Source: an optimization exercise on an open RTL-to-GDS flow (aim: small area, a short achievable clock period and few clock cycles). Production flows keep margins and buffers that such runs may drop. In this exercise RTL edits were held to simulation tests only and were not proved equivalent to the original. Power is estimated from default activity; no workload was simulated.

==> design/flow/design.v <==
`timescale 1ns / 1ps
`default_nettype none
package uavol_pkg;
  localparam int VOLUME_STEPS = 101;
  localparam int GAIN_IDX_W   = $clog2(VOLUME_STEPS);
  localparam int GAIN_W       = 30;
  localparam int GAIN_SHIFT   = 29;
  localparam logic [1:0] CFG_RESOLUTION   = 2'd0;
  localparam logic [1:0] CFG_LEFT_VOLUME  = 2'd1;
  localparam logic [1:0] CFG_RIGHT_VOLUME = 2'd2;
  localparam logic [1:0] RES_16   = 2'd0;
  localparam logic [1:0] RES_24   = 2'd1;
  localparam logic [1:0] RES_32   = 2'd2;
  localparam logic [1:0] RES_NONE = 2'd3;
  typedef logic [GAIN_W-1:0] gain_t;
  function automatic gain_t gain_table(input logic [GAIN_IDX_W-1:0] idx);
    gain_t g;
    case (idx)
      7'd0: g = 30'h20000000;
      7'd1: g = 30'h1c8520af;
      7'd2: g = 30'h196b230b;
      7'd3: g = 30'h16a77dea;
      7'd4: g = 30'h1430cd74;
      7'd5: g = 30'h11feb33c;
      7'd6: g = 30'h1009b9cf;
      7'd7: g = 30'h0e4b3b63;
      7'd8: g = 30'h0cbd4b3f;
      7'd9: g = 30'h0b5aa19b;
      7'd10: g = 30'h0a1e89b1;
      7'd11: g = 30'h0904d1bd;
      7'd12: g = 30'h0809bcc3;
      7'd13: g = 30'h0729f5d9;
      7'd14: g = 30'h066284d5;
      7'd15: g = 30'h05b0c438;
      7'd16: g = 30'h05125831;
      7'd17: g = 30'h04852697;
      7'd18: g = 30'h04074fcb;
      7'd19: g = 30'h03972853;
      7'd20: g = 30'h03333333;
      7'd21: g = 30'h02da1cde;
      7'd22: g = 30'h028ab6b4;
      7'd23: g = 30'h0243f2fd;
      7'd24: g = 30'h0204e158;
      7'd25: g = 30'h01ccab86;
      7'd26: g = 30'h019a9294;
      7'd27: g = 30'h016dec56;
      7'd28: g = 30'h0146211f;
      7'd29: g = 30'h0122a9c2;
      7'd30: g = 30'h01030dc4;
      7'd31: g = 30'h00e6e1c6;
      7'd32: g = 30'h00cdc613;
      7'd33: g = 30'h00b76562;
      7'd34: g = 30'h00a373ae;
      7'd35: g = 30'h0091ad38;
      7'd36: g = 30'h0081d59e;
      7'd37: g = 30'h0073b70f;
      7'd38: g = 30'h00672194;
      7'd39: g = 30'h005bea6e;
      7'd40: g = 30'h0051eb85;
      7'd41: g = 30'h004902e3;
      7'd42: g = 30'h00411245;
      7'd43: g = 30'h0039feb2;
      7'd44: g = 30'h0033b022;
      7'd45: g = 30'h002e1127;
      7'd46: g = 30'h00290ea8;
      7'd47: g = 30'h002497a2;
      7'd48: g = 30'h00209ce9;
      7'd49: g = 30'h001d10f9;
      7'd50: g = 30'h0019e7c6;
      7'd51: g = 30'h00171693;
      7'd52: g = 30'h001493ce;
      7'd53: g = 30'h001256f0;
      7'd54: g = 30'h0010585e;
      7'd55: g = 30'h000e9152;
      7'd56: g = 30'h000cfbc3;
      7'd57: g = 30'h000b924e;
      7'd58: g = 30'h000a5028;
      7'd59: g = 30'h0009310b;
      7'd60: g = 30'h00083126;
      7'd61: g = 30'h00074d16;
      7'd62: g = 30'h000681d3;
      7'd63: g = 30'h0005ccab;
      7'd64: g = 30'h00052b36;
      7'd65: g = 30'h00049b50;
      7'd66: g = 30'h00041b10;
      7'd67: g = 30'h0003a8c3;
      7'd68: g = 30'h000342e4;
      7'd69: g = 30'h0002e818;
      7'd70: g = 30'h0002972d;
      7'd71: g = 30'h00024f0e;
      7'd72: g = 30'h00020ec7;
      7'd73: g = 30'h0001d57e;
      7'd74: g = 30'h0001a26f;
      7'd75: g = 30'h000174ee;
      7'd76: g = 30'h00014c60;
      7'd77: g = 30'h0001283b;
      7'd78: g = 30'h00010804;
      7'd79: g = 30'h0000eb4d;
      7'd80: g = 30'h0000d1b7;
      7'd81: g = 30'h0000bae8;
      7'd82: g = 30'h0000a695;
      7'd83: g = 30'h00009477;
      7'd84: g = 30'h00008452;
      7'd85: g = 30'h000075ee;
      7'd86: g = 30'h0000691b;
      7'd87: g = 30'h00005dad;
      7'd88: g = 30'h0000537d;
      7'd89: g = 30'h00004a68;
      7'd90: g = 30'h00004251;
      7'd91: g = 30'h00003b1b;
      7'd92: g = 30'h000034ad;
      7'd93: g = 30'h00002ef3;
      7'd94: g = 30'h000029d7;
      7'd95: g = 30'h0000254b;
      7'd96: g = 30'h0000213c;
      7'd97: g = 30'h00001d9f;
      7'd98: g = 30'h00001a66;
      7'd99: g = 30'h00001787;
      7'd100: g = 30'h000014f8;
      default: g = 30'h000014f8;
    endcase
    gain_table = g;
  endfunction
  function automatic logic [GAIN_IDX_W-1:0] gain_index_hi(input logic [7:0] hi);
    case (hi)
      8'd0: gain_index_hi = 7'd0;
      8'd1: gain_index_hi = 7'd0;
      8'd2: gain_index_hi = 7'd0;
      8'd3: gain_index_hi = 7'd0;
      8'd4: gain_index_hi = 7'd0;
      8'd5: gain_index_hi = 7'd0;
      8'd6: gain_index_hi = 7'd0;
      8'd7: gain_index_hi = 7'd0;
      8'd8: gain_index_hi = 7'd0;
      8'd9: gain_index_hi = 7'd0;
      8'd10: gain_index_hi = 7'd0;
      8'd11: gain_index_hi = 7'd0;
      8'd12: gain_index_hi = 7'd0;
      8'd13: gain_index_hi = 7'd0;
      8'd14: gain_index_hi = 7'd0;
      8'd15: gain_index_hi = 7'd0;
      8'd16: gain_index_hi = 7'd0;
      8'd17: gain_index_hi = 7'd0;
      8'd18: gain_index_hi = 7'd0;
      8'd19: gain_index_hi = 7'd0;
      8'd20: gain_index_hi = 7'd0;
      8'd21: gain_index_hi = 7'd0;
      8'd22: gain_index_hi = 7'd0;
      8'd23: gain_index_hi = 7'd0;
      8'd24: gain_index_hi = 7'd0;
      8'd25: gain_index_hi = 7'd0;
      8'd26: gain_index_hi = 7'd0;
      8'd27: gain_index_hi = 7'd0;
      8'd28: gain_index_hi = 7'd0;
      8'd29: gain_index_hi = 7'd0;
      8'd30: gain_index_hi = 7'd0;
      8'd31: gain_index_hi = 7'd0;
      8'd32: gain_index_hi = 7'd0;
      8'd33: gain_index_hi = 7'd0;
      8'd34: gain_index_hi = 7'd0;
      8'd35: gain_index_hi = 7'd0;
      8'd36: gain_index_hi = 7'd0;
      8'd37: gain_index_hi = 7'd0;
      8'd38: gain_index_hi = 7'd0;
      8'd39: gain_index_hi = 7'd0;
      8'd40: gain_index_hi = 7'd0;
      8'd41: gain_index_hi = 7'd0;
      8'd42: gain_index_hi = 7'd0;
      8'd43: gain_index_hi = 7'd0;
      8'd44: gain_index_hi = 7'd0;
      8'd45: gain_index_hi = 7'd0;
      8'd46: gain_index_hi = 7'd0;
      8'd47: gain_index_hi = 7'd0;
      8'd48: gain_index_hi = 7'd0;
      8'd49: gain_index_hi = 7'd0;
      8'd50: gain_index_hi = 7'd0;
      8'd51: gain_index_hi = 7'd0;
      8'd52: gain_index_hi = 7'd0;
      8'd53: gain_index_hi = 7'd0;
      8'd54: gain_index_hi = 7'd0;
      8'd55: gain_index_hi = 7'd0;
      8'd56: gain_index_hi = 7'd0;
      8'd57: gain_index_hi = 7'd0;
      8'd58: gain_index_hi = 7'd0;
      8'd59: gain_index_hi = 7'd0;
      8'd60: gain_index_hi = 7'd0;
      8'd61: gain_index_hi = 7'd0;
      8'd62: gain_index_hi = 7'd0;
      8'd63: gain_index_hi = 7'd0;
      8'd64: gain_index_hi = 7'd0;
      8'd65: gain_index_hi = 7'd0;
      8'd66: gain_index_hi = 7'd0;
      8'd67: gain_index_hi = 7'd0;
      8'd68: gain_index_hi = 7'd0;
      8'd69: gain_index_hi = 7'd0;
      8'd70: gain_index_hi = 7'd0;
      8'd71: gain_index_hi = 7'd0;
      8'd72: gain_index_hi = 7'd0;
      8'd73: gain_index_hi = 7'd0;
      8'd74: gain_index_hi = 7'd0;
      8'd75: gain_index_hi = 7'd0;
      8'd76: gain_index_hi = 7'd0;
      8'd77: gain_index_hi = 7'd0;
      8'd78: gain_index_hi = 7'd0;
      8'd79: gain_index_hi = 7'd0;
      8'd80: gain_index_hi = 7'd0;
      8'd81: gain_index_hi = 7'd0;
      8'd82: gain_index_hi = 7'd0;
      8'd83: gain_index_hi = 7'd0;
      8'd84: gain_index_hi = 7'd0;
      8'd85: gain_index_hi = 7'd0;
      8'd86: gain_index_hi = 7'd0;
      8'd87: gain_index_hi = 7'd0;
      8'd88: gain_index_hi = 7'd0;
      8'd89: gain_index_hi = 7'd0;
      8'd90: gain_index_hi = 7'd0;
      8'd91: gain_index_hi = 7'd0;
      8'd92: gain_index_hi = 7'd0;
      8'd93: gain_index_hi = 7'd0;
      8'd94: gain_index_hi = 7'd0;
      8'd95: gain_index_hi = 7'd0;
      8'd96: gain_index_hi = 7'd0;
      8'd97: gain_index_hi = 7'd0;
      8'd98: gain_index_hi = 7'd0;
      8'd99: gain_index_hi = 7'd0;
      8'd100: gain_index_hi = 7'd0;
      8'd101: gain_index_hi = 7'd0;
      8'd102: gain_index_hi = 7'd0;
      8'd103: gain_index_hi = 7'd0;
      8'd104: gain_index_hi = 7'd0;
      8'd105: gain_index_hi = 7'd0;
      8'd106: gain_index_hi = 7'd0;
      8'd107: gain_index_hi = 7'd0;
      8'd108: gain_index_hi = 7'd0;
      8'd109: gain_index_hi = 7'd0;
      8'd110: gain_index_hi = 7'd0;
      8'd111: gain_index_hi = 7'd0;
      8'd112: gain_index_hi = 7'd0;
      8'd113: gain_index_hi = 7'd0;
      8'd114: gain_index_hi = 7'd0;
      8'd115: gain_index_hi = 7'd0;
      8'd116: gain_index_hi = 7'd0;
      8'd117: gain_index_hi = 7'd0;
      8'd118: gain_index_hi = 7'd0;
      8'd119: gain_index_hi = 7'd0;
      8'd120: gain_index_hi = 7'd0;
      8'd121: gain_index_hi = 7'd0;
      8'd122: gain_index_hi = 7'd0;
      8'd123: gain_index_hi = 7'd0;
      8'd124: gain_index_hi = 7'd0;
      8'd125: gain_index_hi = 7'd0;
      8'd126: gain_index_hi = 7'd0;
      8'd127: gain_index_hi = 7'd0;
      8'd128: gain_index_hi = 7'd100;
      8'd129: gain_index_hi = 7'd100;
      8'd130: gain_index_hi = 7'd100;
      8'd131: gain_index_hi = 7'd100;
      8'd132: gain_index_hi = 7'd100;
      8'd133: gain_index_hi = 7'd100;
      8'd134: gain_index_hi = 7'd100;
      8'd135: gain_index_hi = 7'd100;
      8'd136: gain_index_hi = 7'd100;
      8'd137: gain_index_hi = 7'd100;
      8'd138: gain_index_hi = 7'd100;
      8'd139: gain_index_hi = 7'd100;
      8'd140: gain_index_hi = 7'd100;
      8'd141: gain_index_hi = 7'd100;
      8'd142: gain_index_hi = 7'd100;
      8'd143: gain_index_hi = 7'd100;
      8'd144: gain_index_hi = 7'd100;
      8'd145: gain_index_hi = 7'd100;
      8'd146: gain_index_hi = 7'd100;
      8'd147: gain_index_hi = 7'd100;
      8'd148: gain_index_hi = 7'd100;
      8'd149: gain_index_hi = 7'd100;
      8'd150: gain_index_hi = 7'd100;
      8'd151: gain_index_hi = 7'd100;
      8'd152: gain_index_hi = 7'd100;
      8'd153: gain_index_hi = 7'd100;
      8'd154: gain_index_hi = 7'd100;
      8'd155: gain_index_hi = 7'd100;
      8'd156: gain_index_hi = 7'd99;
      8'd157: gain_index_hi = 7'd98;
      8'd158: gain_index_hi = 7'd97;
      8'd159: gain_index_hi = 7'd96;
      8'd160: gain_index_hi = 7'd95;
      8'd161: gain_index_hi = 7'd94;
      8'd162: gain_index_hi = 7'd93;
      8'd163: gain_index_hi = 7'd92;
      8'd164: gain_index_hi = 7'd91;
      8'd165: gain_index_hi = 7'd90;
      8'd166: gain_index_hi = 7'd89;
      8'd167: gain_index_hi = 7'd88;
      8'd168: gain_index_hi = 7'd87;
      8'd169: gain_index_hi = 7'd86;
      8'd170: gain_index_hi = 7'd85;
      8'd171: gain_index_hi = 7'd84;
      8'd172: gain_index_hi = 7'd83;
      8'd173: gain_index_hi = 7'd82;
      8'd174: gain_index_hi = 7'd81;
      8'd175: gain_index_hi = 7'd80;
      8'd176: gain_index_hi = 7'd79;
      8'd177: gain_index_hi = 7'd78;
      8'd178: gain_index_hi = 7'd77;
      8'd179: gain_index_hi = 7'd76;
      8'd180: gain_index_hi = 7'd75;
      8'd181: gain_index_hi = 7'd74;
      8'd182: gain_index_hi = 7'd73;
      8'd183: gain_index_hi = 7'd72;
      8'd184: gain_index_hi = 7'd71;
      8'd185: gain_index_hi = 7'd70;
      8'd186: gain_index_hi = 7'd69;
      8'd187: gain_index_hi = 7'd68;
      8'd188: gain_index_hi = 7'd67;
      8'd189: gain_index_hi = 7'd66;
      8'd190: gain_index_hi = 7'd65;
      8'd191: gain_index_hi = 7'd64;
      8'd192: gain_index_hi = 7'd63;
      8'd193: gain_index_hi = 7'd62;
      8'd194: gain_index_hi = 7'd61;
      8'd195: gain_index_hi = 7'd60;
      8'd196: gain_index_hi = 7'd59;
      8'd197: gain_index_hi = 7'd58;
      8'd198: gain_index_hi = 7'd57;
      8'd199: gain_index_hi = 7'd56;
      8'd200: gain_index_hi = 7'd55;
      8'd201: gain_index_hi = 7'd54;
      8'd202: gain_index_hi = 7'd53;
      8'd203: gain_index_hi = 7'd52;
      8'd204: gain_index_hi = 7'd51;
      8'd205: gain_index_hi = 7'd50;
      8'd206: gain_index_hi = 7'd49;
      8'd207: gain_index_hi = 7'd48;
      8'd208: gain_index_hi = 7'd47;
      8'd209: gain_index_hi = 7'd46;
      8'd210: gain_index_hi = 7'd45;
      8'd211: gain_index_hi = 7'd44;
      8'd212: gain_index_hi = 7'd43;
      8'd213: gain_index_hi = 7'd42;
      8'd214: gain_index_hi = 7'd41;
      8'd215: gain_index_hi = 7'd40;
      8'd216: gain_index_hi = 7'd39;
      8'd217: gain_index_hi = 7'd38;
      8'd218: gain_index_hi = 7'd37;
      8'd219: gain_index_hi = 7'd36;
      8'd220: gain_index_hi = 7'd35;
      8'd221: gain_index_hi = 7'd34;
      8'd222: gain_index_hi = 7'd33;
      8'd223: gain_index_hi = 7'd32;
      8'd224: gain_index_hi = 7'd31;
      8'd225: gain_index_hi = 7'd30;
      8'd226: gain_index_hi = 7'd29;
      8'd227: gain_index_hi = 7'd28;
      8'd228: gain_index_hi = 7'd27;
      8'd229: gain_index_hi = 7'd26;
      8'd230: gain_index_hi = 7'd25;
      8'd231: gain_index_hi = 7'd24;
      8'd232: gain_index_hi = 7'd23;
      8'd233: gain_index_hi = 7'd22;
      8'd234: gain_index_hi = 7'd21;
      8'd235: gain_index_hi = 7'd20;
      8'd236: gain_index_hi = 7'd19;
      8'd237: gain_index_hi = 7'd18;
      8'd238: gain_index_hi = 7'd17;
      8'd239: gain_index_hi = 7'd16;
      8'd240: gain_index_hi = 7'd15;
      8'd241: gain_index_hi = 7'd14;
      8'd242: gain_index_hi = 7'd13;
      8'd243: gain_index_hi = 7'd12;
      8'd244: gain_index_hi = 7'd11;
      8'd245: gain_index_hi = 7'd10;
      8'd246: gain_index_hi = 7'd9;
      8'd247: gain_index_hi = 7'd8;
      8'd248: gain_index_hi = 7'd7;
      8'd249: gain_index_hi = 7'd6;
      8'd250: gain_index_hi = 7'd5;
      8'd251: gain_index_hi = 7'd4;
      8'd252: gain_index_hi = 7'd3;
      8'd253: gain_index_hi = 7'd2;
      8'd254: gain_index_hi = 7'd1;
      8'd255: gain_index_hi = 7'd0;
      default: gain_index_hi = 7'd0;
    endcase
  endfunction
  function automatic logic [GAIN_IDX_W-1:0] gain_index_hi_z(input logic [7:0] hi);
    case (hi)
      8'd0: gain_index_hi_z = 7'd0;
      8'd1: gain_index_hi_z = 7'd0;
      8'd2: gain_index_hi_z = 7'd0;
      8'd3: gain_index_hi_z = 7'd0;
      8'd4: gain_index_hi_z = 7'd0;
      8'd5: gain_index_hi_z = 7'd0;
      8'd6: gain_index_hi_z = 7'd0;
      8'd7: gain_index_hi_z = 7'd0;
      8'd8: gain_index_hi_z = 7'd0;
      8'd9: gain_index_hi_z = 7'd0;
      8'd10: gain_index_hi_z = 7'd0;
      8'd11: gain_index_hi_z = 7'd0;
      8'd12: gain_index_hi_z = 7'd0;
      8'd13: gain_index_hi_z = 7'd0;
      8'd14: gain_index_hi_z = 7'd0;
      8'd15: gain_index_hi_z = 7'd0;
      8'd16: gain_index_hi_z = 7'd0;
      8'd17: gain_index_hi_z = 7'd0;
      8'd18: gain_index_hi_z = 7'd0;
      8'd19: gain_index_hi_z = 7'd0;
      8'd20: gain_index_hi_z = 7'd0;
      8'd21: gain_index_hi_z = 7'd0;
      8'd22: gain_index_hi_z = 7'd0;
      8'd23: gain_index_hi_z = 7'd0;
      8'd24: gain_index_hi_z = 7'd0;
      8'd25: gain_index_hi_z = 7'd0;
      8'd26: gain_index_hi_z = 7'd0;
      8'd27: gain_index_hi_z = 7'd0;
      8'd28: gain_index_hi_z = 7'd0;
      8'd29: gain_index_hi_z = 7'd0;
      8'd30: gain_index_hi_z = 7'd0;
      8'd31: gain_index_hi_z = 7'd0;
      8'd32: gain_index_hi_z = 7'd0;
      8'd33: gain_index_hi_z = 7'd0;
      8'd34: gain_index_hi_z = 7'd0;
      8'd35: gain_index_hi_z = 7'd0;
      8'd36: gain_index_hi_z = 7'd0;
      8'd37: gain_index_hi_z = 7'd0;
      8'd38: gain_index_hi_z = 7'd0;
      8'd39: gain_index_hi_z = 7'd0;
      8'd40: gain_index_hi_z = 7'd0;
      8'd41: gain_index_hi_z = 7'd0;
      8'd42: gain_index_hi_z = 7'd0;
      8'd43: gain_index_hi_z = 7'd0;
      8'd44: gain_index_hi_z = 7'd0;
      8'd45: gain_index_hi_z = 7'd0;
      8'd46: gain_index_hi_z = 7'd0;
      8'd47: gain_index_hi_z = 7'd0;
      8'd48: gain_index_hi_z = 7'd0;
      8'd49: gain_index_hi_z = 7'd0;
      8'd50: gain_index_hi_z = 7'd0;
      8'd51: gain_index_hi_z = 7'd0;
      8'd52: gain_index_hi_z = 7'd0;
      8'd53: gain_index_hi_z = 7'd0;
      8'd54: gain_index_hi_z = 7'd0;
      8'd55: gain_index_hi_z = 7'd0;
      8'd56: gain_index_hi_z = 7'd0;
      8'd57: gain_index_hi_z = 7'd0;
      8'd58: gain_index_hi_z = 7'd0;
      8'd59: gain_index_hi_z = 7'd0;
      8'd60: gain_index_hi_z = 7'd0;
      8'd61: gain_index_hi_z = 7'd0;
      8'd62: gain_index_hi_z = 7'd0;
      8'd63: gain_index_hi_z = 7'd0;
      8'd64: gain_index_hi_z = 7'd0;
      8'd65: gain_index_hi_z = 7'd0;
      8'd66: gain_index_hi_z = 7'd0;
      8'd67: gain_index_hi_z = 7'd0;
      8'd68: gain_index_hi_z = 7'd0;
      8'd69: gain_index_hi_z = 7'd0;
      8'd70: gain_index_hi_z = 7'd0;
      8'd71: gain_index_hi_z = 7'd0;
      8'd72: gain_index_hi_z = 7'd0;
      8'd73: gain_index_hi_z = 7'd0;
      8'd74: gain_index_hi_z = 7'd0;
      8'd75: gain_index_hi_z = 7'd0;
      8'd76: gain_index_hi_z = 7'd0;
      8'd77: gain_index_hi_z = 7'd0;
      8'd78: gain_index_hi_z = 7'd0;
      8'd79: gain_index_hi_z = 7'd0;
      8'd80: gain_index_hi_z = 7'd0;
      8'd81: gain_index_hi_z = 7'd0;
      8'd82: gain_index_hi_z = 7'd0;
      8'd83: gain_index_hi_z = 7'd0;
      8'd84: gain_index_hi_z = 7'd0;
      8'd85: gain_index_hi_z = 7'd0;
      8'd86: gain_index_hi_z = 7'd0;
      8'd87: gain_index_hi_z = 7'd0;
      8'd88: gain_index_hi_z = 7'd0;
      8'd89: gain_index_hi_z = 7'd0;
      8'd90: gain_index_hi_z = 7'd0;
      8'd91: gain_index_hi_z = 7'd0;
      8'd92: gain_index_hi_z = 7'd0;
      8'd93: gain_index_hi_z = 7'd0;
      8'd94: gain_index_hi_z = 7'd0;
      8'd95: gain_index_hi_z = 7'd0;
      8'd96: gain_index_hi_z = 7'd0;
      8'd97: gain_index_hi_z = 7'd0;
      8'd98: gain_index_hi_z = 7'd0;
      8'd99: gain_index_hi_z = 7'd0;
      8'd100: gain_index_hi_z = 7'd0;
      8'd101: gain_index_hi_z = 7'd0;
      8'd102: gain_index_hi_z = 7'd0;
      8'd103: gain_index_hi_z = 7'd0;
      8'd104: gain_index_hi_z = 7'd0;
      8'd105: gain_index_hi_z = 7'd0;
      8'd106: gain_index_hi_z = 7'd0;
      8'd107: gain_index_hi_z = 7'd0;
      8'd108: gain_index_hi_z = 7'd0;
      8'd109: gain_index_hi_z = 7'd0;
      8'd110: gain_index_hi_z = 7'd0;
      8'd111: gain_index_hi_z = 7'd0;
      8'd112: gain_index_hi_z = 7'd0;
      8'd113: gain_index_hi_z = 7'd0;
      8'd114: gain_index_hi_z = 7'd0;
      8'd115: gain_index_hi_z = 7'd0;
      8'd116: gain_index_hi_z = 7'd0;
      8'd117: gain_index_hi_z = 7'd0;
      8'd118: gain_index_hi_z = 7'd0;
      8'd119: gain_index_hi_z = 7'd0;
      8'd120: gain_index_hi_z = 7'd0;
      8'd121: gain_index_hi_z = 7'd0;
      8'd122: gain_index_hi_z = 7'd0;
      8'd123: gain_index_hi_z = 7'd0;
      8'd124: gain_index_hi_z = 7'd0;
      8'd125: gain_index_hi_z = 7'd0;
      8'd126: gain_index_hi_z = 7'd0;
      8'd127: gain_index_hi_z = 7'd0;
      8'd128: gain_index_hi_z = 7'd100;
      8'd129: gain_index_hi_z = 7'd100;
      8'd130: gain_index_hi_z = 7'd100;
      8'd131: gain_index_hi_z = 7'd100;
      8'd132: gain_index_hi_z = 7'd100;
      8'd133: gain_index_hi_z = 7'd100;
      8'd134: gain_index_hi_z = 7'd100;
      8'd135: gain_index_hi_z = 7'd100;
      8'd136: gain_index_hi_z = 7'd100;
      8'd137: gain_index_hi_z = 7'd100;
      8'd138: gain_index_hi_z = 7'd100;
      8'd139: gain_index_hi_z = 7'd100;
      8'd140: gain_index_hi_z = 7'd100;
      8'd141: gain_index_hi_z = 7'd100;
      8'd142: gain_index_hi_z = 7'd100;
      8'd143: gain_index_hi_z = 7'd100;
      8'd144: gain_index_hi_z = 7'd100;
      8'd145: gain_index_hi_z = 7'd100;
      8'd146: gain_index_hi_z = 7'd100;
      8'd147: gain_index_hi_z = 7'd100;
      8'd148: gain_index_hi_z = 7'd100;
      8'd149: gain_index_hi_z = 7'd100;
      8'd150: gain_index_hi_z = 7'd100;
      8'd151: gain_index_hi_z = 7'd100;
      8'd152: gain_index_hi_z = 7'd100;
      8'd153: gain_index_hi_z = 7'd100;
      8'd154: gain_index_hi_z = 7'd100;
      8'd155: gain_index_hi_z = 7'd100;
      8'd156: gain_index_hi_z = 7'd100;
      8'd157: gain_index_hi_z = 7'd99;
      8'd158: gain_index_hi_z = 7'd98;
      8'd159: gain_index_hi_z = 7'd97;
      8'd160: gain_index_hi_z = 7'd96;
      8'd161: gain_index_hi_z = 7'd95;
      8'd162: gain_index_hi_z = 7'd94;
      8'd163: gain_index_hi_z = 7'd93;
      8'd164: gain_index_hi_z = 7'd92;
      8'd165: gain_index_hi_z = 7'd91;
      8'd166: gain_index_hi_z = 7'd90;
      8'd167: gain_index_hi_z = 7'd89;
      8'd168: gain_index_hi_z = 7'd88;
      8'd169: gain_index_hi_z = 7'd87;
      8'd170: gain_index_hi_z = 7'd86;
      8'd171: gain_index_hi_z = 7'd85;
      8'd172: gain_index_hi_z = 7'd84;
      8'd173: gain_index_hi_z = 7'd83;
      8'd174: gain_index_hi_z = 7'd82;
      8'd175: gain_index_hi_z = 7'd81;
      8'd176: gain_index_hi_z = 7'd80;
      8'd177: gain_index_hi_z = 7'd79;
      8'd178: gain_index_hi_z = 7'd78;
      8'd179: gain_index_hi_z = 7'd77;
      8'd180: gain_index_hi_z = 7'd76;
      8'd181: gain_index_hi_z = 7'd75;
      8'd182: gain_index_hi_z = 7'd74;
      8'd183: gain_index_hi_z = 7'd73;
      8'd184: gain_index_hi_z = 7'd72;
      8'd185: gain_index_hi_z = 7'd71;
      8'd186: gain_index_hi_z = 7'd70;
      8'd187: gain_index_hi_z = 7'd69;
      8'd188: gain_index_hi_z = 7'd68;
      8'd189: gain_index_hi_z = 7'd67;
      8'd190: gain_index_hi_z = 7'd66;
      8'd191: gain_index_hi_z = 7'd65;
      8'd192: gain_index_hi_z = 7'd64;
      8'd193: gain_index_hi_z = 7'd63;
      8'd194: gain_index_hi_z = 7'd62;
      8'd195: gain_index_hi_z = 7'd61;
      8'd196: gain_index_hi_z = 7'd60;
      8'd197: gain_index_hi_z = 7'd59;
      8'd198: gain_index_hi_z = 7'd58;
      8'd199: gain_index_hi_z = 7'd57;
      8'd200: gain_index_hi_z = 7'd56;
      8'd201: gain_index_hi_z = 7'd55;
      8'd202: gain_index_hi_z = 7'd54;
      8'd203: gain_index_hi_z = 7'd53;
      8'd204: gain_index_hi_z = 7'd52;
      8'd205: gain_index_hi_z = 7'd51;
      8'd206: gain_index_hi_z = 7'd50;
      8'd207: gain_index_hi_z = 7'd49;
      8'd208: gain_index_hi_z = 7'd48;
      8'd209: gain_index_hi_z = 7'd47;
      8'd210: gain_index_hi_z = 7'd46;
      8'd211: gain_index_hi_z = 7'd45;
      8'd212: gain_index_hi_z = 7'd44;
      8'd213: gain_index_hi_z = 7'd43;
      8'd214: gain_index_hi_z = 7'd42;
      8'd215: gain_index_hi_z = 7'd41;
      8'd216: gain_index_hi_z = 7'd40;
      8'd217: gain_index_hi_z = 7'd39;
      8'd218: gain_index_hi_z = 7'd38;
      8'd219: gain_index_hi_z = 7'd37;
      8'd220: gain_index_hi_z = 7'd36;
      8'd221: gain_index_hi_z = 7'd35;
      8'd222: gain_index_hi_z = 7'd34;
      8'd223: gain_index_hi_z = 7'd33;
      8'd224: gain_index_hi_z = 7'd32;
      8'd225: gain_index_hi_z = 7'd31;
      8'd226: gain_index_hi_z = 7'd30;
      8'd227: gain_index_hi_z = 7'd29;
      8'd228: gain_index_hi_z = 7'd28;
      8'd229: gain_index_hi_z = 7'd27;
      8'd230: gain_index_hi_z = 7'd26;
      8'd231: gain_index_hi_z = 7'd25;
      8'd232: gain_index_hi_z = 7'd24;
      8'd233: gain_index_hi_z = 7'd23;
      8'd234: gain_index_hi_z = 7'd22;
      8'd235: gain_index_hi_z = 7'd21;
      8'd236: gain_index_hi_z = 7'd20;
      8'd237: gain_index_hi_z = 7'd19;
      8'd238: gain_index_hi_z = 7'd18;
      8'd239: gain_index_hi_z = 7'd17;
      8'd240: gain_index_hi_z = 7'd16;
      8'd241: gain_index_hi_z = 7'd15;
      8'd242: gain_index_hi_z = 7'd14;
      8'd243: gain_index_hi_z = 7'd13;
      8'd244: gain_index_hi_z = 7'd12;
      8'd245: gain_index_hi_z = 7'd11;
      8'd246: gain_index_hi_z = 7'd10;
      8'd247: gain_index_hi_z = 7'd9;
      8'd248: gain_index_hi_z = 7'd8;
      8'd249: gain_index_hi_z = 7'd7;
      8'd250: gain_index_hi_z = 7'd6;
      8'd251: gain_index_hi_z = 7'd5;
      8'd252: gain_index_hi_z = 7'd4;
      8'd253: gain_index_hi_z = 7'd3;
      8'd254: gain_index_hi_z = 7'd2;
      8'd255: gain_index_hi_z = 7'd1;
      default: gain_index_hi_z = 7'd0;
    endcase
  endfunction
  function automatic logic [GAIN_IDX_W-1:0] gain_index(input logic [15:0] vol);
    gain_index = (vol[7:0] == 8'd0) ? gain_index_hi_z(vol[15:8]) : gain_index_hi(vol[15:8]);
  endfunction
endpackage
`default_nettype wire
`timescale 1ns / 1ps
`default_nettype none
module uavol_unpack (
  input  wire logic                 clk,
  input  wire logic                 rst_n,
  input  wire logic                 in_valid,
  input  wire logic                 in_stall,
  input  wire logic [7:0]           in_data_byte,
  input  wire logic                 in_last_byte,
  input  wire logic                 cfg_wr_en,
  input  wire logic [1:0]           cfg_index,
  input  wire logic [15:0]          cfg_data,
  output logic                      emit,         
  output logic                      emit_here,    
  output logic                      e_acc,
  output logic                      l_acc,
  output logic                      e_no,
  output logic                      l_no,
  output logic [31:0]               frm_left,
  output logic [31:0]               frm_right,
  output logic                      frm_last,
  output logic [1:0]                frm_res_l,    
  output logic [1:0]                frm_res_r,
  output logic [6:0]                idx_l,        
  output logic [6:0]                idx_r
);
  logic [1:0]  res_r, res_nxt;
  logic [6:0]  idx_l_r, idx_r_r;
  logic [6:0]  cfg_idx;
  logic [2:0]  byte_pos_r, byte_pos_nxt;
  logic [23:0] partial_r, partial_nxt;
  logic [31:0] held_left_r, held_left_nxt;
  logic [1:0]  held_res_r, held_res_nxt;
  logic        accept;
  logic        unsupported;
  logic [1:0]  k;
  logic        second;
  logic        sample_done;
  logic [2:0]  pos_inc;
  logic [31:0] w_join;
  logic [31:0] w_sample;
  function automatic logic [6:0] pos_decode(input logic [1:0] res, input logic [2:0] p);
    case ({res, p})
      5'd0 : pos_decode = {2'd0, 1'b0, 1'b0, 3'd1};
      5'd1 : pos_decode = {2'd1, 1'b0, 1'b1, 3'd2};
      5'd2 : pos_decode = {2'd0, 1'b1, 1'b0, 3'd3};
      5'd3 : pos_decode = {2'd1, 1'b1, 1'b1, 3'd0};
      5'd4 : pos_decode = {2'd0, 1'b0, 1'b0, 3'd1};
      5'd5 : pos_decode = {2'd0, 1'b0, 1'b0, 3'd1};
      5'd6 : pos_decode = {2'd0, 1'b0, 1'b0, 3'd1};
      5'd7 : pos_decode = {2'd0, 1'b0, 1'b0, 3'd1};
      5'd8 : pos_decode = {2'd0, 1'b0, 1'b0, 3'd1};
      5'd9 : pos_decode = {2'd1, 1'b0, 1'b0, 3'd2};
      5'd10: pos_decode = {2'd2, 1'b0, 1'b1, 3'd3};
      5'd11: pos_decode = {2'd0, 1'b1, 1'b0, 3'd4};
      5'd12: pos_decode = {2'd1, 1'b1, 1'b0, 3'd5};
      5'd13: pos_decode = {2'd2, 1'b1, 1'b1, 3'd0};
      5'd14: pos_decode = {2'd0, 1'b0, 1'b0, 3'd1};
      5'd15: pos_decode = {2'd0, 1'b0, 1'b0, 3'd1};
      5'd16: pos_decode = {2'd0, 1'b0, 1'b0, 3'd1};
      5'd17: pos_decode = {2'd1, 1'b0, 1'b0, 3'd2};
      5'd18: pos_decode = {2'd2, 1'b0, 1'b0, 3'd3};
      5'd19: pos_decode = {2'd3, 1'b0, 1'b1, 3'd4};
      5'd20: pos_decode = {2'd0, 1'b1, 1'b0, 3'd5};
      5'd21: pos_decode = {2'd1, 1'b1, 1'b0, 3'd6};
      5'd22: pos_decode = {2'd2, 1'b1, 1'b0, 3'd7};
      5'd23: pos_decode = {2'd3, 1'b1, 1'b1, 3'd0};
      default: pos_decode = {2'd0, 1'b0, 1'b0, 3'd0};   
    endcase
  endfunction
  assign accept = in_valid && !in_stall;
  always_comb begin
    res_nxt = res_r;
    if (cfg_wr_en && cfg_index == uavol_pkg::CFG_RESOLUTION) res_nxt = cfg_data[1:0];
  end
  assign cfg_idx = uavol_pkg::gain_index(cfg_data);
  always_ff @(posedge clk) begin
    if (!rst_n) begin
      res_r   <= uavol_pkg::RES_16;
      idx_l_r <= '0;
      idx_r_r <= '0;
    end else begin
      res_r <= res_nxt;
      if (cfg_wr_en && cfg_index == uavol_pkg::CFG_LEFT_VOLUME)  idx_l_r <= cfg_idx;
      if (cfg_wr_en && cfg_index == uavol_pkg::CFG_RIGHT_VOLUME) idx_r_r <= cfg_idx;
    end
  end
  always_comb begin
    unsupported = (res_r == uavol_pkg::RES_NONE);
    {k, second, sample_done, pos_inc} = pos_decode(res_r, byte_pos_r);
    w_join      = {8'd0, partial_r} | ({24'd0, in_data_byte} << {k, 3'd0});
    w_sample    = w_join;
    emit_here   = !unsupported && sample_done && second;
    emit        = accept && emit_here;
  end
  always_comb begin
    byte_pos_nxt  = byte_pos_r;
    partial_nxt   = partial_r;
    held_left_nxt = held_left_r;
    held_res_nxt  = held_res_r;
    if (accept) begin
      byte_pos_nxt = pos_inc;
      if (unsupported || sample_done || in_last_byte) begin
        partial_nxt = '0;
      end else if (k == 2'd0) begin
        partial_nxt = {16'd0, in_data_byte};
      end else begin
        partial_nxt = partial_r | ({16'd0, in_data_byte} << {k, 3'd0});
      end
      if (!unsupported && sample_done && !second) begin
        held_left_nxt = w_sample;
        held_res_nxt  = res_r;
      end
      if (in_last_byte) begin
        byte_pos_nxt = 3'd0;
      end
    end
  end
  always_ff @(posedge clk) begin
    if (!rst_n) begin
      byte_pos_r  <= '0;
      partial_r   <= '0;
      held_left_r <= '0;
      held_res_r  <= '0;
    end else begin
      byte_pos_r  <= byte_pos_nxt;
      partial_r   <= partial_nxt;
      held_left_r <= held_left_nxt;
      held_res_r  <= held_res_nxt;
    end
  end
  function automatic logic ends_frame(input logic [1:0] res, input logic [2:0] p);
    ends_frame = res != uavol_pkg::RES_NONE && p == {res, 1'b1} + 3'd2;
  endfunction
  function automatic logic ends_left(input logic [1:0] res, input logic [2:0] p);
    ends_left = res != uavol_pkg::RES_NONE && p == {1'b0, res} + 3'd1;
  endfunction
  logic res_wr;
  always_comb begin
    res_wr = cfg_wr_en && cfg_index == uavol_pkg::CFG_RESOLUTION;
    e_acc  = !in_last_byte && (res_wr ? pos_inc[0] && pos_inc[2:1] != 2'd0
                                      : ends_frame(res_r, pos_inc));
    l_acc  = !in_last_byte && (res_wr ? pos_inc[2] == 1'b0 && pos_inc[1:0] != 2'd0
                                      : ends_left(res_r, pos_inc));
    e_no   = res_wr ? byte_pos_r[0] && byte_pos_r[2:1] != 2'd0  : ends_frame(res_r, byte_pos_r);
    l_no   = res_wr ? byte_pos_r[2] == 1'b0 && byte_pos_r[1:0] != 2'd0 : ends_left(res_r, byte_pos_r);
  end
  assign frm_res_l  = held_res_r;
  assign frm_res_r  = res_r;
  assign frm_left   = held_left_r;
  assign frm_right  = w_sample;
  assign frm_last   = in_last_byte;
  assign idx_l      = idx_l_r;
  assign idx_r      = idx_r_r;
endmodule
`default_nettype wire
`timescale 1ns / 1ps
`default_nettype none
module uavol_scale (
  input  wire logic               clk,
  input  wire logic               rst_n,
  input  wire logic               load,
  input  wire logic [31:0]        frm_left,
  input  wire logic [31:0]        frm_right,
  input  wire logic               frm_last,
  input  wire logic [1:0]         frm_res_l,
  input  wire logic [1:0]         frm_res_r,
  input  wire logic [6:0]         idx_l,
  input  wire logic [6:0]         idx_r,
  output logic                    free_ahead,
  output logic                    held_free_ahead,
  output logic                    out_valid,
  input  wire logic               out_stall,
  output logic signed [31:0]      out_left_sample,
  output logic signed [31:0]      out_right_sample,
  output logic                    out_last_frame
);
  logic                  full_r, full_nxt;
  logic                  first_r;               
  logic [2:0]            rem_l_r;               
  logic [2:0]            rem_r_r;
  logic [1:0]            pos_l_r;               
  logic [8:0]            top_l_r;               
  logic [31:0]           buf_r_r;               
  logic [1:0]            pos_r_r;               
  logic [8:0]            top_r_r;               
  logic [6:0]            idx_r_r;               
  uavol_pkg::gain_t      gain_r;                
  logic [11:0]           dig_r;                 
  logic                  last_r;
  logic                  out_valid_r, out_valid_nxt;
  logic [31:0]           out_left_r;
  logic                  out_last_r;
  logic                  hold;
  logic                  step;
  logic                  step_l, step_r;
  logic                  switch;
  logic                  done;
  uavol_pkg::gain_t      rom_gain;
  logic [8:0]            left_window;
  function automatic logic [2:0] booth(input logic [2:0] b);
    booth = {b[2], (b[2] & ~b[1] & ~b[0]) | (~b[2] & b[1] & b[0]), b[1] ^ b[0]};
  endfunction
  function automatic logic [11:0] booth4(input logic [8:0] w);
    booth4 = {booth(w[8:6]), booth(w[6:4]), booth(w[4:2]), booth(w[2:0])};
  endfunction
  function automatic logic [31:0] urow(input logic [2:0] d, input uavol_pkg::gain_t g);
    logic [30:0] m;
    m    = ({31{d[0]}} & {1'b0, g}) | ({31{d[1]}} & {g, 1'b0});
    urow = {~d[2], m ^ {31{d[2]}}};
  endfunction
  function automatic logic [79:0] mac(input logic [39:0] s, input logic [39:0] c,
                                      input logic n3, input logic first,
                                      input logic [11:0] d, input uavol_pkg::gain_t g);
    logic [39:0] sh, ch, u0, u1, u2, u3, s1a, c1a, s1b, c1b, s2, c2, so, co;
    logic [9:0]  low;
    logic [1:0]  c8;
    low = {2'b0, s[7:0]} + {2'b0, c[7:0]} + {3'b0, n3, 6'b0};
    c8  = first ? 2'b0 : low[9:8];
    sh  = first ? 40'h0080000000 : {8'b0, s[39:8]};
    ch  = first ? 40'h0 : {8'b0, c[39:8]};
    u0  = {8'b01010101, urow(d[2:0], g)};
    u1  = {6'b0, urow(d[5:3], g), 1'b0, d[2]};
    u2  = {4'b0, urow(d[8:6], g), 1'b0, d[5], 2'b0};
    u3  = {2'b0, urow(d[11:9], g), 1'b0, d[8], 4'b0};
    s1a = u0 ^ u1 ^ u2;
    c1a = {(u0[38:0] & u1[38:0] | u0[38:0] & u2[38:0] | u1[38:0] & u2[38:0]), 1'b0};
    s1b = u3 ^ sh ^ ch;
    c1b = {(u3[38:0] & sh[38:0] | u3[38:0] & ch[38:0] | sh[38:0] & ch[38:0]), c8[0]};
    s2  = s1a ^ c1a ^ s1b;
    c2  = {(s1a[38:0] & c1a[38:0] | s1a[38:0] & s1b[38:0] | c1a[38:0] & s1b[38:0]), c8[1]};
    so  = s2 ^ c2 ^ c1b;
    co  = {(s2[38:0] & c2[38:0] | s2[38:0] & c1b[38:0] | c2[38:0] & c1b[38:0]), c8[1]};
    mac = {so, co};
  endfunction
  logic [39:0] sum_r, car_r;        
  logic        n3_r;
  logic        pend_l_r, pend_r_r;   
  logic [31:0] out_right_r;
  logic [36:0] result;
  assign result = sum_r[36:0] + car_r[36:0] + {30'd0, n3_r, 6'd0};
  logic last_pos;     
  logic boundary;     
  logic freeze;       
  logic pend_last_r;  
  logic        b_occ_r;
  logic [8:0]  b_byte0_r, b_top_r;
  logic [6:0]  b_idx_l_r, b_idx_r_r;
  logic        b_last_r;
  logic [1:0]  b_res_l_r, b_res_r_r;
  logic        cur_free;     
  logic        cur_load;     
  logic        b_write;      
  logic [8:0]  src_top_r;
  logic [1:0]  top_r_res;
  logic [31:0] top_r_from;
  logic [8:0]  src_byte0, src_top;
  logic [6:0]  src_idx_r;
  logic        src_last;
  logic [1:0]  src_res_l, src_res_r;
  logic [8:0]  new_top;
  assign last_pos = rem_l_r == 3'd0 && rem_r_r == 3'd1;
  assign boundary = !full_r || last_pos;
  assign hold     = out_valid_r && out_stall;
  assign freeze   = hold && (pend_l_r || pend_r_r);
  assign step     = full_r && !freeze;
  assign step_l   = step && rem_l_r != 3'd0;
  assign step_r   = step && rem_l_r == 3'd0;
  assign switch   = step_l && rem_l_r == 3'd1;
  assign done     = step && last_pos;
  assign cur_free = !full_r || done;
  assign cur_load = cur_free && (b_occ_r || load);
  assign b_write  = load && (b_occ_r || !cur_free);
  always_comb begin
    case (frm_res_l)
      2'd0:    new_top = frm_left[15:7];
      2'd1:    new_top = frm_left[23:15];
      default: new_top = frm_left[31:23];
    endcase
    top_r_from = b_occ_r ? buf_r_r : frm_right;
    top_r_res  = b_occ_r ? b_res_r_r : frm_res_r;
    case (top_r_res)
      2'd0:    src_top_r = top_r_from[15:7];
      2'd1:    src_top_r = top_r_from[23:15];
      default: src_top_r = top_r_from[31:23];
    endcase
    src_byte0 = b_occ_r ? b_byte0_r : {frm_left[7:0], 1'b0};
    src_top   = b_occ_r ? b_top_r   : new_top;
    src_idx_r = b_occ_r ? b_idx_r_r : idx_r;
    src_last  = b_occ_r ? b_last_r  : frm_last;
    src_res_l = b_occ_r ? b_res_l_r : frm_res_l;
    src_res_r = b_occ_r ? b_res_r_r : frm_res_r;
  end
  always_comb begin
    full_nxt      = cur_load || (full_r && !done);
    out_valid_nxt = pend_r_r || hold;
  end
  always_comb begin
    logic       full_a, b_a, pl_a, pr_a, sure;
    logic [2:0] rl_a, rr_a;
    if (cur_free && b_occ_r) begin
      full_a = 1'b1;
      b_a    = 1'b0;
      rl_a   = {1'b0, b_res_l_r} + 3'd2;
      rr_a   = {1'b0, b_res_r_r} + 3'd2;
    end else begin
      full_a = full_r && !done;
      b_a    = b_occ_r;
      rl_a   = step_l ? rem_l_r - 3'd1 : rem_l_r;
      rr_a   = step_r ? rem_r_r - 3'd1 : rem_r_r;
    end
    pl_a   = freeze ? pend_l_r : switch;
    pr_a   = freeze ? pend_r_r : done;
    sure   = !((pl_a || pr_a) && out_valid_nxt);
    free_ahead      = !b_a && (!full_a || rl_a == 3'd0 && (rr_a <= 3'd2 || rr_a == 3'd3 && sure) ||
                               rl_a == 3'd1 && rr_a == 3'd2 && sure);
    held_free_ahead = (!full_a || rl_a <= 3'd2 || (rl_a == 3'd3 && sure)) &&
                      !(b_a && b_res_l_r != 2'd0);
  end
  always_comb begin
    left_window = pos_l_r[1] ? frm_left[23:15] : frm_left[15:7];
  end
  assign rom_gain = uavol_pkg::gain_table((full_r && rem_l_r == 3'd1) ? idx_r_r :
                                          (b_occ_r ? b_idx_l_r : idx_l));
  always_ff @(posedge clk) begin
    if (!rst_n) begin
      full_r      <= 1'b0;
      out_valid_r <= 1'b0;
      pend_l_r    <= 1'b0;
      pend_r_r    <= 1'b0;
      b_occ_r     <= 1'b0;
    end else begin
      if (b_write)                 b_occ_r <= 1'b1;
      else if (cur_free && b_occ_r) b_occ_r <= 1'b0;
      full_r      <= full_nxt;
      out_valid_r <= out_valid_nxt;
      if (!freeze) begin
        pend_l_r <= switch;
        pend_r_r <= done;
      end
    end
  end
  always_ff @(posedge clk) begin
    if (cur_load || step_l) rem_l_r <= boundary ? {1'b0, src_res_l} + 3'd2 : rem_l_r - 3'd1;
    if (cur_load || step_r) rem_r_r <= boundary ? {1'b0, src_res_r} + 3'd2 : rem_r_r - 3'd1;
    if (cur_load || step_l) pos_l_r <= boundary ? 2'd1 : pos_l_r + 2'd1;
    if (load) buf_r_r <= frm_right;
    if (switch || step_r) pos_r_r <= switch ? 2'd1 : pos_r_r + 2'd1;
    if (cur_load) begin
      idx_r_r <= src_idx_r;
      last_r  <= src_last;
      top_l_r <= src_top;
      top_r_r <= src_top_r;
    end
    if (b_write) begin
      b_byte0_r <= {frm_left[7:0], 1'b0};
      b_top_r   <= new_top;
      b_idx_l_r <= idx_l;
      b_idx_r_r <= idx_r;
      b_last_r  <= frm_last;
      b_res_l_r <= frm_res_l;
      b_res_r_r <= frm_res_r;
    end
    if (!full_r || !freeze && (rem_l_r == 3'd1 || last_pos)) gain_r <= rom_gain;
    if (cur_load || step) begin
      if (boundary)              dig_r <= booth4(src_byte0);
      else if (rem_l_r == 3'd1)  dig_r <= booth4({buf_r_r[7:0], 1'b0});
      else if (rem_l_r == 3'd0 && rem_r_r == 3'd2) dig_r <= booth4(top_r_r);
      else if (rem_l_r == 3'd2)  dig_r <= booth4(top_l_r);
      else if (rem_l_r != 3'd0)  dig_r <= booth4(left_window);
      else                       dig_r <= booth4(pos_r_r[1] ? buf_r_r[23:15] : buf_r_r[15:7]);
      first_r <= boundary || rem_l_r == 3'd1;
    end
    if (step) begin
      {sum_r, car_r} <= mac(sum_r, car_r, n3_r, first_r, dig_r, gain_r);
      n3_r           <= dig_r[11];
    end
    if (pend_l_r && !hold) out_left_r  <= result[36:5];
    if (pend_r_r && !hold) begin
      out_right_r <= result[36:5];
      out_last_r  <= pend_last_r;
    end
    if (done) pend_last_r <= last_r;
  end
  assign out_valid        = out_valid_r;
  assign out_left_sample  = out_left_r;
  assign out_right_sample = out_right_r;
  assign out_last_frame   = out_last_r;
endmodule
`default_nettype wire
`timescale 1ns / 1ps
`default_nettype none
module usb_audio_unpack_volume (
  input  wire logic               clk,
  input  wire logic               rst_n,
  input  wire logic               in_valid,
  output logic                    in_stall,
  input  wire logic [7:0]         in_data_byte,
  input  wire logic               in_last_byte,
  output logic                    out_valid,
  input  wire logic               out_stall,
  output logic signed [31:0]      out_left_sample,
  output logic signed [31:0]      out_right_sample,
  output logic                    out_last_frame,
  input  wire logic               cfg_wr_en,
  input  wire logic [1:0]         cfg_index,
  input  wire logic [15:0]        cfg_data
);
  logic             in_stall_r;
  logic             emit;
  logic             emit_here;
  logic             e_acc, l_acc, e_no, l_no;
  logic             free_ahead;
  logic             held_free_ahead;
  logic             accept;
  logic [31:0]      frm_left;
  logic [31:0]      frm_right;
  logic             frm_last;
  logic [1:0]       frm_res_l;
  logic [1:0]       frm_res_r;
  logic [6:0]       idx_l;
  logic [6:0]       idx_r;
  always_ff @(posedge clk) begin
    if (!rst_n) begin
      in_stall_r <= 1'b0;
    end else begin
      if (accept) in_stall_r <= !emit_here && (e_acc && !free_ahead || l_acc && !held_free_ahead);
      else        in_stall_r <= e_no && !free_ahead || l_no && !held_free_ahead;
    end
  end
  assign in_stall = in_stall_r;
  assign accept   = in_valid && !in_stall_r;
  uavol_unpack u_unpack (
    .clk          (clk),
    .rst_n        (rst_n),
    .in_valid     (in_valid),
    .in_stall     (in_stall_r),
    .in_data_byte (in_data_byte),
    .in_last_byte (in_last_byte),
    .cfg_wr_en    (cfg_wr_en),
    .cfg_index    (cfg_index),
    .cfg_data     (cfg_data),
    .emit         (emit),
    .emit_here    (emit_here),
    .e_acc        (e_acc),
    .l_acc        (l_acc),
    .e_no         (e_no),
    .l_no         (l_no),
    .frm_left     (frm_left),
    .frm_right    (frm_right),
    .frm_last     (frm_last),
    .frm_res_l    (frm_res_l),
    .frm_res_r    (frm_res_r),
    .idx_l        (idx_l),
    .idx_r        (idx_r)
  );
  uavol_scale u_scale (
    .clk              (clk),
    .rst_n            (rst_n),
    .load             (emit),
    .frm_left         (frm_left),
    .frm_right        (frm_right),
    .frm_last         (frm_last),
    .frm_res_l        (frm_res_l),
    .frm_res_r        (frm_res_r),
    .idx_l            (idx_l),
    .idx_r            (idx_r),
    .free_ahead       (free_ahead),
    .held_free_ahead  (held_free_ahead),
    .out_valid        (out_valid),
    .out_stall        (out_stall),
    .out_left_sample  (out_left_sample),
    .out_right_sample (out_right_sample),
    .out_last_frame   (out_last_frame)
  );
endmodule
`default_nettype wire
==> design/flow/flow/run.sh <==
#!/bin/bash
set -euo pipefail
bash standard.sh SETUP_SLACK_MARGIN=6.5 "BUFFER_PORTS_ARGS=-buffer_cell sky130_fd_sc_hd__buf_1" finish > standard_make.log 2>&1
==> design/flow/standard.sh <==
#!/bin/bash
# synth_recipe.tcl (not shown) runs the flow's synth.tcl, then flattens the netlist and writes it again
# the make line also repeats each setting of config.mk as NAME=value (left out here)
make -C /OpenROAD-flow-scripts/flow DESIGN_CONFIG=/design/flow/config.mk WORK_HOME=/design/flow/orfs CLKGATE_MAP_FILE= SYNTH_SCRIPT=/design/flow/synth_recipe.tcl "${@:-finish}"
==> design/flow/config.mk <==
export PLATFORM = sky130hd
export DESIGN_NAME = usb_audio_unpack_volume
export DESIGN_NICKNAME = usb_audio_unpack_volume
export VERILOG_FILES = /design/flow/design.v
export SDC_FILE = /design/flow/constraint.sdc
export NUM_CORES = 4
export LEC_CHECK = 0
export CAP_MARGIN = 20
export CORE_MARGIN = 2
export CORE_UTILIZATION = 40
export CTS_BUF_LIST = sky130_fd_sc_hd__clkbuf_8
export CTS_CLUSTER_SIZE = 30
export SETUP_SLACK_MARGIN = 5
export SLEW_MARGIN = 20
==> design/flow/constraint.sdc <==
create_clock -name core_clock -period 10.0 [get_ports {clk}]
set_input_delay 2.0000 -clock core_clock [delete_from_list [all_inputs] [get_ports {clk}]]
set_output_delay 2.0000 -clock core_clock [all_outputs]
set_load 0.01 [all_outputs]
==> impl_summary.txt, run 1 <==
----------------------------------------------------
[Logic synthesis]
  Number of library cell types mapped by synthesis ... 84
  Sequential fraction of the synthesis area ... 38.63%
  Netlist area before placement ... 26920 um^2
  Synth Flop Type ... sky130_fd_sc_hd__edfxtp_1
  EDFF count, synth ... slightly below 300
  Syn Area/Cell ... 9.830 um^2
  Fraction of synthesis flops using an asynchronous set or reset pin ... 0%
  Number of warnings printed during yosys synthesis ... 3
  Synthesized netlist net count ... a little over 3000
  Flops & latches, synth ... between 300 and 400
  Gate Count Post-Synth ... approximately 2700

[Clocking]
  Buffers from clock root to sink, at most ... 3
  Sinks on the clock net ... around 370
  Skew-Pair Late Insertion Delay ... 0.68 ns
  Clock H-tree levels ... 3
  Number of buffers added to fix hold violations after cts ... 0
  Clk slew on worst S/H paths ... approximately 0.060 ns
  CTS tree ... built
  Clock root buffer ... sky130_fd_sc_hd__clkbuf_8
  Total CTS buffers ... 70

[Floorplanning]
  Die Area ... 69400 um^2
  Height of the chip ... 263.4 um
  Width of the die ... 263.4 um
  Placeable core region ... 66920 um^2
  Initial core utilization ... 40.23%
  Std-Cell Rows ... 95
  Ports placed on the boundary ... 99

[Place]
  Dpl hpwl ... ~57000 um
  Pre-CTS setup slack ... 5.862 ns
  Number of buffers added on ports ... around 100
  Weighted congestion reported at the end of routability-driven placement ... 0.9497
  Count of placed standard cells including taps ... around 3500

[Worst setup path]
  Critical path class ... reg2reg
  CP bufs+invs ... 3
  Cell family contributing the most delay on the critical path ... simple AND/OR/NAND/NOR gates
  Standard cell with the maximum stage delay on the critical path ... sky130_fd_sc_hd__edfxtp_1
  Data required time at the worst endpoint ... just over 10 ns
  Critical path arrival ... between 3 and 4 ns
  Longest individual stage delay on the worst path ... 0.42 ns
  Nature of the critical path startpoint ... flip-flop
  Peak fanout along the critical path ... 19
  Critical path endpoint category ... flip-flop
  Critical path, cell by cell ... inv_1, ha_2, nand3b_4, buf_4, mux2i_4, ha_4, buf_8, nor2_2, a21oi_2, nor2_1, or3_1, a31oi_2, o32ai_1

[STA]
  Time the worst path needs with I/O delays and setup ... 3.423 ns
  Number of pins with negative max-slew slack in the final report ... 0
  Final worst clock skew ... approximately 0.056 ns
  Final Hold Violating Endpoints ... 0
  RSZ-0062 raised after global routing ... yes
  Measured slew at the worst slew-check pin ... 1.073 ns
  Worst path setup slack after routing ... around 6.6 ns
  Sum of negative setup slack ... 0 ns
  FMAX ... 292.1 MHz
  Final setup fails ... 0
  Final clock period utilization by the worst path ... about a third
  Normalized max-slew margin ... 28.48%

[Layout]
  Fraction of layout cells with a size suffix above 1 ... 10.69%
  Commonest non-fill, non-tap cell in the layout ... sky130_fd_sc_hd__nand2_1
  Area growth from synthesis to final layout ... 12.41%
  Commonest cells after routing, fill and taps aside ... sky130_fd_sc_hd__nand2_1 (325), sky130_fd_sc_hd__edfxtp_1 (291), sky130_fd_sc_hd__inv_1 (208), sky130_fd_sc_hd__xnor2_1 (170), sky130_fd_sc_hd__a22oi_1 (147)
  Final #Nets ... a little over 3000
  Utilization after layout ... a little under half
  Final cell count without fillers ... about 3700
  Number of inserted filler cells in the final layout ... about 6400

[Power]
  IR drop worst, VDD ... 0.0001061 V
  Power Total ... 3.982 mW
  Leakage power summed over all cells ... 11.65 nW
  Power per cell area ... 131.5 nW/um^2

[Global routing]
  Overall global routing resource usage ... 23.05%
  Overall overflow remaining after global route ... 0
  Largest net degree at the start of global routing ... 71
  Number of antenna violations at the first check in global routing ... 0
  Global-route wire length before repair ... 125700 um
  Number of global-route vias before repair ... 21380

[Detailed routing]
  Post-DR vias/cell ... a little under 6
  Routed Antenna Nets ... 0
  Number of design-rule violations left by the first detailed-router iteration ... 2195
  Total iterations of the first detailed-routing run ... 6
  Remaining DRCs ... 0
  Average detailed-routed wire length per instance ... around 22 um
  Vias after detailed routing ... 21630
  Final routed wirelength across all metal layers ... 81860 um

[Job]
  Reported max-cap violation count ... 0

[Run status]
  Run status ... complete, no violations

[Hold path]
  Type of the most critical hold path ... reg2reg

----------------------------------------------------
-- what timing repair did --
| action | 4_1_cts | 5_1_grt |
|---|---|---|
| setup buffers | 21 | 32 |
| cloned | 1 | 0 |
| setup endpoints to repair | 98 | 82 |
| pin swaps | 2 | 3 |
| resized for setup | 39 | 33 |
-- cell type report --
type                            count  area, um^2  area share [%]
Antenna cell                        1       2.502        0.008268
Timing Repair Buffer              180        1155           3.816
Sequential cell                   374       10400           34.37
Clock buffer                       77        1060           3.501
Multi-Input combinational cell   1965       15300           50.56
Inverter                          195       762.0           2.518
Clock inverter                     52       491.7           1.625
Tap cell                          873        1092           3.609
-- state kept, by name (all words and copies together) (netlist names), 24 cells and up --
register and count:
u_scale.out_left_r 32, u_scale.out_right_r 32, u_unpack.partial_r 24, u_unpack.held_left_r 32, u_scale.gain_r 30, u_scale.sum_r 38, u_scale.car_r 39, u_scale.buf_r_r 32
-- worst reg2reg max path, cell delays in order (launching register included) --
cell	delay (ns)
sky130_fd_sc_hd__edfxtp_1	0.42
sky130_fd_sc_hd__inv_1	0.12
sky130_fd_sc_hd__ha_2	0.24
sky130_fd_sc_hd__nand3b_4	0.19
sky130_fd_sc_hd__buf_4	0.21
sky130_fd_sc_hd__mux2i_4	0.21
sky130_fd_sc_hd__ha_4	0.34
sky130_fd_sc_hd__buf_8	0.20
sky130_fd_sc_hd__nor2_2	0.16
sky130_fd_sc_hd__a21oi_2	0.22
sky130_fd_sc_hd__nor2_1	0.07
sky130_fd_sc_hd__or3_1	0.36
sky130_fd_sc_hd__a31oi_2	0.25
sky130_fd_sc_hd__o32ai_1	0.13
-- where the power goes --
| part | switching [mW] | internal (mW) | total, mW |
|---|---|---|---|
| combinational | 0.325 | 0.223 | 0.548 |
| sequential | 0.0424 | 1.73 | 1.77 |
| clock | 0.729 | 0.936 | 1.67 |
-- cell families after synthesis --
kind of cell / Yosys count / share of synthesized area, %
AOI/OAI and AO/OA: 753 / 18.81
xor gates and xnor gates: 193 / 6.278
adders and majority gates: 250 / 15.08
buffers and inverters: 401 / 5.967
DFF: 374 / 38.63
muxes: 75 / 3.202
and+or+nand+nor: 693 / 12.04
-- synth_stat cells, types with 8 or more instances --
cell                          n  area, um^2
sky130_fd_sc_hd__a31oi_1     20       125.1
sky130_fd_sc_hd__o211a_1     18       180.2
sky130_fd_sc_hd__xor2_1      23       201.4
sky130_fd_sc_hd__nand2b_1    30       187.7
sky130_fd_sc_hd__nand3_1     32       160.2
sky130_fd_sc_hd__and2_1      20       125.1
sky130_fd_sc_hd__nor2b_1     54       337.8
sky130_fd_sc_hd__o31ai_1     10       75.07
sky130_fd_sc_hd__o21ai_0    142       710.7
sky130_fd_sc_hd__fa_1       124        2482
sky130_fd_sc_hd__clkbuf_2    20       100.1
sky130_fd_sc_hd__a21oi_1    147       735.7
sky130_fd_sc_hd__clkbuf_1   126       473.0
sky130_fd_sc_hd__o22ai_1     25       156.4
sky130_fd_sc_hd__o221ai_1    10       87.58
sky130_fd_sc_hd__o21a_1      11       82.58
sky130_fd_sc_hd__inv_1      190       713.2
sky130_fd_sc_hd__dfxtp_1     83        1662
sky130_fd_sc_hd__a21boi_0    27       202.7
sky130_fd_sc_hd__and3_1      15       93.84
sky130_fd_sc_hd__buf_2       35       175.2
sky130_fd_sc_hd__a32oi_1      8       70.07
sky130_fd_sc_hd__edfxtp_1   291        8738
sky130_fd_sc_hd__o2111ai_1    8       70.07
sky130_fd_sc_hd__buf_1       20       75.07
sky130_fd_sc_hd__a311oi_1     9       78.83
sky130_fd_sc_hd__a221oi_1     9       78.83
sky130_fd_sc_hd__a21o_1      18       135.1
sky130_fd_sc_hd__mux2i_1     42       420.4
sky130_fd_sc_hd__ha_1       126        1577
sky130_fd_sc_hd__xnor2_1    170        1489
sky130_fd_sc_hd__nand2_1    330        1239
sky130_fd_sc_hd__a22oi_1    148        1111
sky130_fd_sc_hd__nor3_1      30       150.1
sky130_fd_sc_hd__mux2_2      24       270.3
sky130_fd_sc_hd__a211oi_1    41       307.8
sky130_fd_sc_hd__nor2_1     118       442.9
sky130_fd_sc_hd__o211ai_1    43       322.8
sky130_fd_sc_hd__nor3b_1     22       165.2
-- worst paths after layout --
path	startpoint	end	slack, ns	cells past startpoint
worst max-delay path	u_scale.rem_l_r[1]	u_scale.gain_r[16]	6.58	13
worst min-delay path	u_scale.last_r	u_scale.pend_last_r	0.45	0
worst max register to register	u_scale.rem_l_r[1]	u_scale.gain_r[16]	6.58	13
worst min register to register	u_scale.last_r	u_scale.pend_last_r	0.45	0
-- stage by stage --
stage / hold WS, ns / instance area [um^2]
2_1_floorplan: 0.4003 / 27060
3_5_place_dp: 0.4371 / 27900
6_report: 0.4479 / 30270
5_1_grt: 0.4641 / 30260
4_1_cts: 0.4594 / 29840
3_3_place_gp: 0.4283 / 27860
-- routing by layer --
| metal | GRT usage, % | share of wire [%] | vias up |
|---|---|---|---|
| li1 | - | - | 9890 |
| met2 | 37.75 | 47 | 907 |
| met1 | 30.14 | 43 | 10680 |
| met3 | 4.396 | 7.3 | 153 |
| met5 | 0 | 0 | - |
| met4 | 8.958 | 3.0 | 0 |
Testbench counts, summed over its fixed seeds: cycles 19,044.
==> inputs of run 2 (changes only) <==
==> design/flow/flow/run.sh (replaced) <==
#!/bin/bash
set -euo pipefail
bash standard.sh SETUP_SLACK_MARGIN=6.25 "BUFFER_PORTS_ARGS=-buffer_cell sky130_fd_sc_hd__buf_1" finish > standard_make.log 2>&1
==> run 2 against run 1 <==
Effect of this change: global-route usage shrank 0.93 points; critical path depth shrank 5; clock power shrank 7%; via count shrank 2.1%; combinational power shrank 0.9%; sequential power is essentially flat; cell count shrank 0.94%; flip-flop and latch count is the same; routed wire length shrank 5.1%; largest power group unchanged; setup slack lost 0.20 ns; fmax shrank 5.5%; critical endpoint is now u_scale.gain_r[11]; die area is the same.
==> impl_summary.txt, run 2 <==
----------------------------------------------------
[STA]
  Time the worst path needs with I/O delays and setup ... 3.624 ns (was 3.423 ns)
  Number of pins with negative max-slew slack in the final report ... 0 (unchanged)
  Final worst clock skew ... 0.04871 ns (was 0.05553 ns)
  Final clock period utilization by the worst path ... 36.24% (was 34.23%)
  Measured slew at the worst slew-check pin ... 1.106 ns (was 1.073 ns)
  RSZ-0062 raised after global routing ... yes (unchanged)
  Final setup fails ... 0 (unchanged)

[Clocking]
  Buffers from clock root to sink, at most ... 3 (unchanged)
  CTS tree ... built (unchanged)
  Number of buffers added to fix hold violations after cts ... 0 (unchanged)

[Run status]
  Run status ... complete, no violations (unchanged)

[Logic synthesis]
  Ranking of synthesized cells by instance count ... sky130_fd_sc_hd__nand2_1 (330), sky130_fd_sc_hd__edfxtp_1 (291), sky130_fd_sc_hd__inv_1 (190) (unchanged)
  Cell type contributing the most total cell area after synthesis ... sky130_fd_sc_hd__edfxtp_1 (unchanged)
  EDFF count, synth ... 291 (unchanged)
  Flops & latches, synth ... 374 (unchanged)
  Share of the synthesized area in the top cell type ... 32.46% (unchanged)
  Netlist area before placement ... 26920 um^2 (unchanged)
  Most numerous cell in the Yosys netlist ... sky130_fd_sc_hd__nand2_1 (unchanged)
  Largest cells by area after synthesis ... sky130_fd_sc_hd__edfxtp_1 (32%), sky130_fd_sc_hd__fa_1 (9.2%), sky130_fd_sc_hd__dfxtp_1 (6.2%), sky130_fd_sc_hd__ha_1 (5.9%), sky130_fd_sc_hd__xnor2_1 (5.5%) (unchanged)
  Syn Area/Cell ... 9.830 um^2 (unchanged)

[Global routing]
  Number of global-route vias before repair ... 21210 (was 21380)
  Largest net degree at the start of global routing ... 71 (unchanged)
  Number of antenna violations at the first check in global routing ... 0 (unchanged)
  Overall overflow remaining after global route ... 0 (unchanged)
  Overall global routing resource usage ... 22.12% (was 23.05%)

[Layout]
  Final cell area excluding filler cells ... 29630 um^2 (was 30270 um^2)
  Ant. Diodes ... 0 (was 1)
  Max reg flops ... 39 (unchanged)
  Final cell count without fillers ... 3682 (was 3717)
  Final #Nets ... 3035 (was 3068)

[Floorplanning]
  Ports placed on the boundary ... 99 (unchanged)
  Initial core utilization ... 40.23% (unchanged)
  Std-Cell Rows ... 95 (unchanged)
  Placeable core region ... 66920 um^2 (unchanged)

[Worst setup path]
  CP bufs+invs ... 0 (was 3)
  Standard cell with the maximum stage delay on the critical path ... sky130_fd_sc_hd__mux2i_4 (was sky130_fd_sc_hd__edfxtp_1)
  Setup slack on the worst flop-to-flop path ... 6.38 ns (was 6.58 ns)
  Longest individual stage delay on the worst path ... 0.78 ns (was 0.42 ns)
  Cell family contributing the most delay on the critical path ... simple AND/OR/NAND/NOR gates (unchanged)
  Critical path endpoint category ... flip-flop (unchanged)

[Job]
  Reported max-cap violation count ... 0 (unchanged)

[Detailed routing]
  Remaining DRCs ... 0 (unchanged)
  Total iterations of the first detailed-routing run ... 8 (was 6)
  Final routed wirelength across all metal layers ... 77710 um (was 81860 um)
  Number of design-rule violations left by the first detailed-router iteration ... 2211 (was 2195)

[Hold path]
  Type of the most critical hold path ... reg2reg (unchanged)
  Endpoint with the worst hold slack ... u_scale.pend_last_r (unchanged)

[Place]
  Dpl hpwl ... 55170 um (was 56680 um)
  Weighted congestion reported at the end of routability-driven placement ... 0.9795 (was 0.9497)

----------------------------------------------------
==> run 2: through the flow <==
stage	power, mW	hold slack [ns]	util, %	setup slack [ns]
floorplan	2.179	0.4003	-	5.496
detailed placement	2.341	0.4209	41.63	5.785
global route	4.058	0.4385	44.27	6.190
global placement	2.328	0.4153	41.57	5.772
finish	3.857	0.4307	44.27	6.376
CTS	3.911	0.4357	43.93	6.249
==> run 2: cell families (layout without fill, tap and decap cells) <==
family | count (synthesis) | in the layout | share of synthesized area (%)
AO/OA/AOI/OAI | 753 | 753 | 18.81
AND/OR/NAND/NOR | 693 | 693 | 12.04
buffers and inverters | 401 | 471 | 5.967
flip-flops | 374 | 374 | 38.63
adder cells (fa/ha/maj) | 250 | 250 | 15.08
XOR/XNOR | 193 | 193 | 6.278
multiplexers | 75 | 75 | 3.202
==> run 2: how the worst max path moves through the flow <==
stage                                        end          startpoint  cells after the start
after global placement         u_scale.gain_r[8]  u_scale.rem_l_r[1]                     13
after global routing      u_scale.out_left_r[30]    u_scale.car_r[4]                     11
after detailed placement              in_stall_r           out_stall                     10
after CTS                      u_scale.gain_r[8]  u_scale.rem_l_r[1]                     12
final                         u_scale.gain_r[11]  u_scale.rem_l_r[0]                      8
after floorplan                       in_stall_r           out_stall                      8
==> run 2: worst reg2reg max path, delay by kind of cell, from the launching register on <==
family	cells	cell delay [ns]
adders and majority gates	1	0.31
muxes	1	0.78
and+or+nand+nor	4	1.25
DFF	1	0.48
AOI/OAI and AO/OA	2	0.66
==> run 2: final cells by class <==
type | count | area, um^2
Sequential cell | 374 | 10400
Timing Repair Buffer | 147 | 848.3
Clock inverter | 55 | 431.7
Multi-Input combinational cell | 1964 | 15080
Tap cell | 873 | 1092
Clock buffer | 74 | 1018
Inverter | 195 | 754.5
Fill cell | 6447 | 37290
==> run 2: power by group <==
part / internal, mW / switching [mW]
registers: 1.73 / 0.0392
logic: 0.221 / 0.322
clock network: 0.833 / 0.715
total: 2.78 / 1.08
==> run 2: per-layer routing <==
layer / vias up / track usage, % / part of all wire, %
met5: - / 0 / 0
met4: 0 / 8.633 / 3.6
met3: 193 / 4.069 / 7.4
met2: 888 / 36.13 / 47
met1: 10270 / 29.08 / 42
li1: 9826 / - / -
==> run 2: what timing repair did <==
item                                    4_1_cts  5_1_grt
pin swaps                                     1        0
endpoints found under the setup margin       31       56
resized for setup                            15       20
setup buffers                                 4       11

Re-timed with assumed drivers on the ports (clkbuf_16 on the clock, buf_2 on other inputs), run 2 has 6.376 ns of setup slack against 6.376 ns with ideal ports, and 5.731 ns once port delays also move by the mid clock arrival of 0.708 ns.
